Source: an optimization exercise on an open RTL-to-GDS flow (aim: small area). Production flows keep margins and buffers that such runs may drop. RTL that was checked went through simulation tests only; none was proved equivalent to the original. Power and IR drop assume default switching activity.

==> wip/fjord <==
==> flow/design.v <==
`default_nettype none
package fpu_ss_instr_pkg;
  typedef enum logic [2:0] {
    OP_NONE   = 3'd0,
    OP_SGNJ   = 3'd1,
    OP_SGNJN  = 3'd2,
    OP_SGNJX  = 3'd3,
    OP_MV_X_W = 3'd4,
    OP_MV_W_X = 3'd5,
    OP_CSRRW  = 3'd6
  } fpu_op_e;
  localparam logic [6:0] FUNCT7_SGNJ   = 7'b0010000;
  localparam logic [6:0] FUNCT7_MV_X_W = 7'b1110000;
  localparam logic [6:0] FUNCT7_MV_W_X = 7'b1111000;
  localparam logic [2:0] FUNCT3_CSRRW  = 3'b001;
endpackage
`default_nettype wire
`default_nettype none
package fpu_ss_csr_pkg;
  typedef enum logic [11:0] {
    CSR_FRM = 12'h002
  } csr_addr_e;
  typedef enum logic [3-1:0] {
    RNE = 3'b000,
    RTZ = 3'b001,
    RDN = 3'b010,
    RUP = 3'b011,
    RMM = 3'b100,
    DYN = 3'b111
  } roundmode_e;
endpackage
`default_nettype wire
`default_nettype none
module fpu_ss (
  input  logic                       clk_i,
  input  logic                       arst_n_i,
  input  logic                       issue_valid_i,
  input  logic [32-1:0]    issue_instr_i,
  input  logic [32-1:0]    issue_rs1_i,
  input  logic [4-1:0]    issue_id_i,
  output logic                       issue_ready_o,
  output logic                       issue_accept_o,
  input  logic                       result_ready_i,
  output logic                       result_valid_o,
  output logic [32-1:0]    result_data_o,
  output logic [5-1:0] result_rd_o,
  output logic [4-1:0]    result_id_o,
  output logic                       result_we_o
);
  localparam int N = 32;
  logic [6:0] opcode, funct7;
  logic [2:0] funct3;
  logic [4:0] rs1, rs2, rd;
  logic       is_sgnj, is_mvxw, is_mvwx, is_csr;
  assign opcode = issue_instr_i[6:0];
  assign funct3 = issue_instr_i[14:12];
  assign funct7 = issue_instr_i[31:25];
  assign rs1    = issue_instr_i[19:15];
  assign rs2    = issue_instr_i[24:20];
  assign rd     = issue_instr_i[11:7];
  assign is_sgnj = (opcode == 7'b1010011) && (funct7 == 7'b0010000) &&
                   (funct3[2] == 1'b0) && (funct3[1:0] != 2'b11);
  assign is_mvxw = (opcode == 7'b1010011) && (funct7 == 7'b1110000) &&
                   (rs2 == 5'd0) && (funct3 == 3'b000);
  assign is_mvwx = (opcode == 7'b1010011) && (funct7 == 7'b1111000) &&
                   (rs2 == 5'd0) && (funct3 == 3'b000);
  assign is_csr  = (opcode == 7'b1110011) && (funct3 == 3'b001) &&
                   (issue_instr_i[31:20] == 12'h002);
  assign issue_accept_o = is_sgnj | is_mvxw | is_mvwx | is_csr;
  logic [31:0]  regs_q [N];
  logic [N-1:0] vld_q;
  logic [N-1:0] wsel;
  logic [N-1:0] sel_a, sel_b;
  logic [31:0]  fa;
  logic         fb_s;
  logic         fpr_we;
  assign fpr_we = result_valid_o & result_ready_i & ~result_we_o;
  always_comb begin
    fa   = '0;
    fb_s = 1'b0;
    for (int i = 0; i < N; i++) begin
      wsel[i]  = fpr_we & (result_rd_o == i[4:0]);
      sel_a[i] = vld_q[i] & (rs1 == i[4:0]);
      sel_b[i] = vld_q[i] & (rs2 == i[4:0]);
      fa       = fa | ({32{sel_a[i]}} & regs_q[i]);
      fb_s     = fb_s | (sel_b[i] & regs_q[i][31]);
    end
  end
  always_ff @(posedge clk_i or negedge arst_n_i) begin
    if (!arst_n_i) begin
      vld_q <= '0;
    end else begin
      vld_q <= vld_q | wsel;
    end
  end
  always_ff @(posedge clk_i) begin
    for (int i = 0; i < N; i++) begin
      if (wsel[i]) regs_q[i] <= result_data_o;
    end
  end
  logic [2:0] frm_q;
  logic hazard, load;
  assign hazard = result_valid_o & ~result_we_o &
                  ((((is_sgnj | is_mvxw) & (rs1 == result_rd_o))) |
                   (is_sgnj & (rs2 == result_rd_o)));
  assign issue_ready_o = (~result_valid_o | result_ready_i) & ~hazard;
  assign load          = issue_valid_i & issue_ready_o & issue_accept_o;
  always_ff @(posedge clk_i or negedge arst_n_i) begin
    if (!arst_n_i) begin
      frm_q <= 3'b000;
    end else if (load & is_csr) begin
      frm_q <= issue_rs1_i[2:0];
    end
  end
  logic [31:0] res;
  logic        sgn;
  always_comb begin
    case (funct3[1:0])
      2'b00:   sgn = fb_s;
      2'b01:   sgn = ~fb_s;
      default: sgn = fa[31] ^ fb_s;
    endcase
    if (is_csr)       res = {29'd0, frm_q};
    else if (is_mvwx) res = issue_rs1_i;
    else if (is_mvxw) res = fa;
    else              res = {sgn, fa[30:0]};
  end
  always_ff @(posedge clk_i or negedge arst_n_i) begin
    if (!arst_n_i) begin
      result_valid_o <= 1'b0;
      result_we_o    <= 1'b0;
    end else if (load) begin
      result_valid_o <= 1'b1;
      result_we_o    <= is_mvxw | is_csr;
    end else if (result_ready_i) begin
      result_valid_o <= 1'b0;
    end
  end
  always_ff @(posedge clk_i) begin
    if (load) begin
      result_data_o <= res;
      result_rd_o   <= rd;
      result_id_o   <= issue_id_i;
    end
  end
endmodule
`default_nettype wire
==> flow/run.sh <==
#!/bin/bash
# synth_recipe.tcl (not shown) runs the flow's synth.tcl, then flattens the netlist and writes it again
# the make line also repeats each setting of config.mk as NAME=value (left out here)
make -C /OpenROAD-flow-scripts/flow DESIGN_CONFIG=/design/flow/config.mk WORK_HOME=/design/flow/orfs CLKGATE_MAP_FILE= SYNTH_SCRIPT=/design/flow/synth_recipe.tcl finish
==> flow/config.mk <==
export PLATFORM = sky130hd
export DESIGN_NAME = fpu_ss
export DESIGN_NICKNAME = fpu_ss
export VERILOG_FILES = /design/flow/design.v
export SDC_FILE = /design/flow/constraint.sdc
export NUM_CORES = 4
export LEC_CHECK = 0
export CAP_MARGIN = 20
export CORE_MARGIN = 2
export CORE_UTILIZATION = 40
export PLACE_DENSITY = 0.6
export SLEW_MARGIN = 20
==> flow/constraint.sdc <==
create_clock -name core_clock -period 5.0 [get_ports {clk_i}]
set_input_delay 1.0000 -clock core_clock [delete_from_list [all_inputs] [get_ports {clk_i}]]
set_output_delay 1.0000 -clock core_clock [all_outputs]
set_load 0.01 [all_outputs]
==> wip/harbor (differences from wip/fjord) <==
--- a/flow/design.v
+++ b/flow/design.v
@@ -29,6 +29,54 @@
     DYN = 3'b111
   } roundmode_e;
 endpackage
+`default_nettype wire
+`default_nettype none
+module fpu_ss_aoi222 (
+  input  logic a0, b0, a1, b1, a2, b2,
+  output logic y
+);
+  assign y = ~((a0 & b0) | (a1 & b1) | (a2 & b2));
+endmodule
+module fpu_ss_nand2 (
+  input  logic a, b,
+  output logic y
+);
+  assign y = ~(a & b);
+endmodule
+module fpu_ss_nand4 (
+  input  logic a, b, c, d,
+  output logic y
+);
+  assign y = ~(a & b & c & d);
+endmodule
+module fpu_ss_or3 (
+  input  logic a, b, c,
+  output logic y
+);
+  assign y = a | b | c;
+endmodule
+module fpu_ss_rdmux (
+  input  logic [31:0] sel_i,
+  input  logic [31:0] d_i,
+  output logic        y_o
+);
+  logic [11:0] t;
+  logic [2:0]  u;
+  for (genvar k = 0; k < 10; k++) begin : g_aoi
+    fpu_ss_aoi222 aoi_i (
+      .a0(sel_i[3*k]),   .b0(d_i[3*k]),
+      .a1(sel_i[3*k+1]), .b1(d_i[3*k+1]),
+      .a2(sel_i[3*k+2]), .b2(d_i[3*k+2]),
+      .y (t[k])
+    );
+  end
+  fpu_ss_nand2 nd0_i (.a(sel_i[30]), .b(d_i[30]), .y(t[10]));
+  fpu_ss_nand2 nd1_i (.a(sel_i[31]), .b(d_i[31]), .y(t[11]));
+  fpu_ss_nand4 n0_i (.a(t[0]), .b(t[1]), .c(t[2]),  .d(t[3]), .y(u[0]));
+  fpu_ss_nand4 n1_i (.a(t[4]), .b(t[5]), .c(t[6]),  .d(t[7]), .y(u[1]));
+  fpu_ss_nand4 n2_i (.a(t[8]), .b(t[9]), .c(t[10]), .d(t[11]), .y(u[2]));
+  fpu_ss_or3   o_i  (.a(u[0]), .b(u[1]), .c(u[2]), .y(y_o));
+endmodule
 `default_nettype wire
 `default_nettype none
 module fpu_ss (
@@ -67,35 +115,45 @@
   assign is_csr  = (opcode == 7'b1110011) && (funct3 == 3'b001) &&
                    (issue_instr_i[31:20] == 12'h002);
   assign issue_accept_o = is_sgnj | is_mvxw | is_mvwx | is_csr;
-  logic [31:0]  regs_q [N];
-  logic [N-1:0] vld_q;
+  logic [N-1:0][31:0] regs_q;
+  logic         rst_q;
   logic [N-1:0] wsel;
   logic [N-1:0] sel_a, sel_b;
   logic [31:0]  fa;
   logic         fb_s;
-  logic         fpr_we;
-  assign fpr_we = result_valid_o & result_ready_i & ~result_we_o;
+  logic [N-1:0] hsel;
+  logic         fp_pend;
+  assign fp_pend = result_valid_o & ~result_we_o;
   always_comb begin
-    fa   = '0;
-    fb_s = 1'b0;
     for (int i = 0; i < N; i++) begin
-      wsel[i]  = fpr_we & (result_rd_o == i[4:0]);
-      sel_a[i] = vld_q[i] & (rs1 == i[4:0]);
-      sel_b[i] = vld_q[i] & (rs2 == i[4:0]);
-      fa       = fa | ({32{sel_a[i]}} & regs_q[i]);
-      fb_s     = fb_s | (sel_b[i] & regs_q[i][31]);
-    end
-  end
+      wsel[i]  = fp_pend & (result_rd_o == i[4:0]) & result_ready_i;
+      hsel[i]  = ~(fp_pend & (result_rd_o == i[4:0])) & ~rst_q;
+      sel_a[i] = ~rst_q & (rs1 == i[4:0]);
+      sel_b[i] = ~rst_q & (rs2 == i[4:0]);
+    end
+  end
+  for (genvar j = 0; j < 32; j++) begin : g_rd_a
+    logic [N-1:0] col;
+    for (genvar i = 0; i < N; i++) begin : g_col
+      assign col[i] = regs_q[i][j];
+    end
+    fpu_ss_rdmux rd_a_i (.sel_i(sel_a), .d_i(col), .y_o(fa[j]));
+  end
+  logic [N-1:0] col_s;
+  for (genvar i = 0; i < N; i++) begin : g_col_s
+    assign col_s[i] = regs_q[i][31];
+  end
+  fpu_ss_rdmux rd_b_i (.sel_i(sel_b), .d_i(col_s), .y_o(fb_s));
   always_ff @(posedge clk_i or negedge arst_n_i) begin
     if (!arst_n_i) begin
-      vld_q <= '0;
+      rst_q <= 1'b1;
     end else begin
-      vld_q <= vld_q | wsel;
+      rst_q <= 1'b0;
     end
   end
   always_ff @(posedge clk_i) begin
     for (int i = 0; i < N; i++) begin
-      if (wsel[i]) regs_q[i] <= result_data_o;
+      regs_q[i] <= (regs_q[i] & {32{hsel[i]}}) | (result_data_o & {32{wsel[i]}});
     end
   end
   logic [2:0] frm_q;
@@ -136,12 +194,12 @@
       result_valid_o <= 1'b0;
     end
   end
+  logic hold;
+  assign hold = result_valid_o & ~result_ready_i;
   always_ff @(posedge clk_i) begin
-    if (load) begin
-      result_data_o <= res;
-      result_rd_o   <= rd;
-      result_id_o   <= issue_id_i;
-    end
-  end
-endmodule
-`default_nettype wire
+    result_data_o <= (result_data_o & {32{hold}}) | (res & {32{load}});
+    result_rd_o   <= (result_rd_o & {5{hold}}) | (rd & {5{load}});
+    result_id_o   <= (result_id_o & {4{hold}}) | (issue_id_i & {4{load}});
+  end
+endmodule
+`default_nettype wire
==> flow/flow/run.sh (new file) <==
#!/bin/bash
# Standard ORFS layout with two changes: the port buffers are the smallest
# buffer, and clock tree synthesis uses larger sink clusters and no dummy loads.
set -euo pipefail
bash standard.sh finish \
  "BUFFER_PORTS_ARGS=-buffer_cell sky130_fd_sc_hd__buf_1" \
  "CTS_ARGS=-sink_clustering_enable -repair_clock_nets -dont_use_dummy_load -sink_clustering_size 26 -sink_clustering_max_diameter 80 -apply_ndr full   -buf_list sky130_fd_sc_hd__clkbuf_16" \
  > standard_flow.log 2>&1
==> flow/standard.sh (new file) <==
#!/bin/bash
# synth_recipe.tcl (not shown) runs the flow's synth.tcl, then flattens the netlist and writes it again
# the make line also repeats each setting of config.mk as NAME=value (left out here)
make -C /OpenROAD-flow-scripts/flow DESIGN_CONFIG=/design/flow/config.mk WORK_HOME=/design/flow/orfs CLKGATE_MAP_FILE= SYNTH_SCRIPT=/design/flow/synth_recipe.tcl "${@:-finish}"
==> flow/config.mk (replaced) <==
export PLATFORM = sky130hd
export DESIGN_NAME = fpu_ss
export DESIGN_NICKNAME = fpu_ss
export VERILOG_FILES = /design/flow/design.v
export SDC_FILE = /design/flow/constraint.sdc
export NUM_CORES = 4
export LEC_CHECK = 0
export CAP_MARGIN = 0
export CORE_MARGIN = 2
export CORE_UTILIZATION = 55
export PLACE_DENSITY = 0.7
export SLEW_MARGIN = 0
export SYNTH_HIERARCHICAL = 1
removed: flow/run.sh
==> wip/zinc (differences from wip/fjord) <==
==> flow/config.mk (replaced) <==
export PLATFORM = sky130hd
export DESIGN_NAME = fpu_ss
export DESIGN_NICKNAME = fpu_ss
export VERILOG_FILES = /design/flow/design.v
export SDC_FILE = /design/flow/constraint.sdc
export NUM_CORES = 4
export LEC_CHECK = 0
export CAP_MARGIN = 0
export CORE_MARGIN = 2
export CORE_UTILIZATION = 65
export CTS_BUF_LIST = sky130_fd_sc_hd__clkbuf_4 sky130_fd_sc_hd__clkbuf_8
export PLACE_DENSITY = 0.75
export SLEW_MARGIN = 0
==> wip/maple (differences from wip/fjord) <==
--- a/flow/design.v
+++ b/flow/design.v
@@ -67,19 +67,21 @@
   assign is_csr  = (opcode == 7'b1110011) && (funct3 == 3'b001) &&
                    (issue_instr_i[31:20] == 12'h002);
   assign issue_accept_o = is_sgnj | is_mvxw | is_mvwx | is_csr;
-  logic [31:0]  regs_q [N];
+  logic [N-1:0][31:0] regs_q;
   logic [N-1:0] vld_q;
   logic [N-1:0] wsel;
   logic [N-1:0] sel_a, sel_b;
   logic [31:0]  fa;
   logic         fb_s;
-  logic         fpr_we;
-  assign fpr_we = result_valid_o & result_ready_i & ~result_we_o;
+  logic [N-1:0] hsel;
+  logic         fp_pend;
+  assign fp_pend = result_valid_o & ~result_we_o;
   always_comb begin
     fa   = '0;
     fb_s = 1'b0;
     for (int i = 0; i < N; i++) begin
-      wsel[i]  = fpr_we & (result_rd_o == i[4:0]);
+      hsel[i]  = ~(fp_pend & (result_rd_o == i[4:0]));
+      wsel[i]  = ~hsel[i] & result_ready_i;
       sel_a[i] = vld_q[i] & (rs1 == i[4:0]);
       sel_b[i] = vld_q[i] & (rs2 == i[4:0]);
       fa       = fa | ({32{sel_a[i]}} & regs_q[i]);
@@ -95,7 +97,7 @@
   end
   always_ff @(posedge clk_i) begin
     for (int i = 0; i < N; i++) begin
-      if (wsel[i]) regs_q[i] <= result_data_o;
+      regs_q[i] <= (regs_q[i] & {32{hsel[i]}}) | (result_data_o & {32{wsel[i]}});
     end
   end
   logic [2:0] frm_q;
==> flow/flow/run.sh (new file) <==
#!/bin/bash
# Standard ORFS layout with two changes: the port buffers are the smallest
# buffer, and clock tree synthesis uses larger sink clusters and no dummy loads.
set -euo pipefail
bash standard.sh finish \
  "BUFFER_PORTS_ARGS=-buffer_cell sky130_fd_sc_hd__buf_1" \
  "CTS_ARGS=-sink_clustering_enable -repair_clock_nets -dont_use_dummy_load -sink_clustering_size 30 -sink_clustering_max_diameter 80 -buf_list sky130_fd_sc_hd__clkbuf_16" \
  > standard_flow.log 2>&1
==> flow/standard.sh (new file) <==
#!/bin/bash
# synth_recipe.tcl (not shown) runs the flow's synth.tcl, then flattens the netlist and writes it again
# the make line also repeats each setting of config.mk as NAME=value (left out here)
make -C /OpenROAD-flow-scripts/flow DESIGN_CONFIG=/design/flow/config.mk WORK_HOME=/design/flow/orfs CLKGATE_MAP_FILE= SYNTH_SCRIPT=/design/flow/synth_recipe.tcl "${@:-finish}"
==> flow/config.mk (replaced) <==
export PLATFORM = sky130hd
export DESIGN_NAME = fpu_ss
export DESIGN_NICKNAME = fpu_ss
export VERILOG_FILES = /design/flow/design.v
export SDC_FILE = /design/flow/constraint.sdc
export NUM_CORES = 4
export LEC_CHECK = 0
export CAP_MARGIN = 0
export CORE_MARGIN = 2
export CORE_UTILIZATION = 55
export PLACE_DENSITY = 0.7
export SLEW_MARGIN = 0
removed: flow/run.sh
==> impl_results.md <==
* Status: no timing/DRC/antenna violations
* Pwr Total at 13.48 mW
* Final Util at 0.5812
* Clock net power at 4.43 mW
* Internal power at 10.56 mW
* Initial antenna violation count at 1
* Multi-input gates at 3176
* Non-filler cells, final at 5516
* Worst R2R End: regs_q[250]$_DFF_P_
* Wl on met1 at 58.47 mm
-- figures above: wip/maple

==> impl_results.md <==
* Status: no timing/DRC/antenna violations
* Worst R2R End: result_data_o[25]$_SDFFCE_PP0P_
* Pwr Total at 18.22 mW
* Multi-input gates at 1085
* Non-filler cells, final at 4024
* Wl on met1 at 53.21 mm
* Internal power at 14.70 mW
-- figures above: wip/fjord

==> impl_results.md <==
* Initial antenna violation count at 16
* Status: no timing/DRC/antenna violations
* Wl on met1 at 55.59 mm
* Worst R2R End: result_data_o[31]$_DFF_P_
* Internal power at 10.30 mW
* Non-filler cells, final at 4247
* Multi-input gates at 1960
-- figures above: wip/harbor

==> impl_results.md <==
* Status: no timing/DRC/antenna violations
* Multi-input gates at 1085
* Clock net power at 7.22 mW
* Internal power at 13.84 mW
* Final Util at 0.7596
* Non-filler cells, final at 3563
-- figures above: wip/zinc

For wip/maple, only the layout was checked, not whether the RTL still works.

## what the ideal ports hide
Ports are ideal in the flow. The routed layouts listed here were re-timed in OpenROAD.
Step 1 sets driving cells, clkbuf_16 on the clock port and buf_2 on the other inputs (assumed; they add their load-dependent delay and slew).
Step 2 times the ports against the registers' clock, not the clock port: input delays grow and output delays shrink by t, the midpoint of the rising clock arrivals with the driver on.
a / b / c = no drivers / after step 1 / after step 2; a / b = the first two.
run | t (ns) | setup slack, ns | worst setup path after step 2 | latest minus earliest clock arrival (ns) | slew at the worst register clock pin (ns)
wip/fjord | 0.760 | 0.409 / 0.378 / -0.019 | input to register | 0.037 / 0.037 | 0.07 / 0.07
wip/harbor | 0.708 | 1.006 / 0.936 / 0.666 | input to register | 0.055 / 0.055 | 0.10 / 0.10
wip/zinc | 0.885 | 0.406 / 0.383 / 0.318 | input to register | 0.050 / 0.049 | 0.07 / 0.07
wip/maple | 0.696 | 0.972 / 0.952 / 0.881 | input to register | 0.053 / 0.052 | 0.12 / 0.12
Met with ideal ports but missed after step 2: setup timing in wip/fjord. For wip/fjord, which loses most, drivers alone change the setup slack by -0.031 ns; drivers and shift together by -0.428 ns.
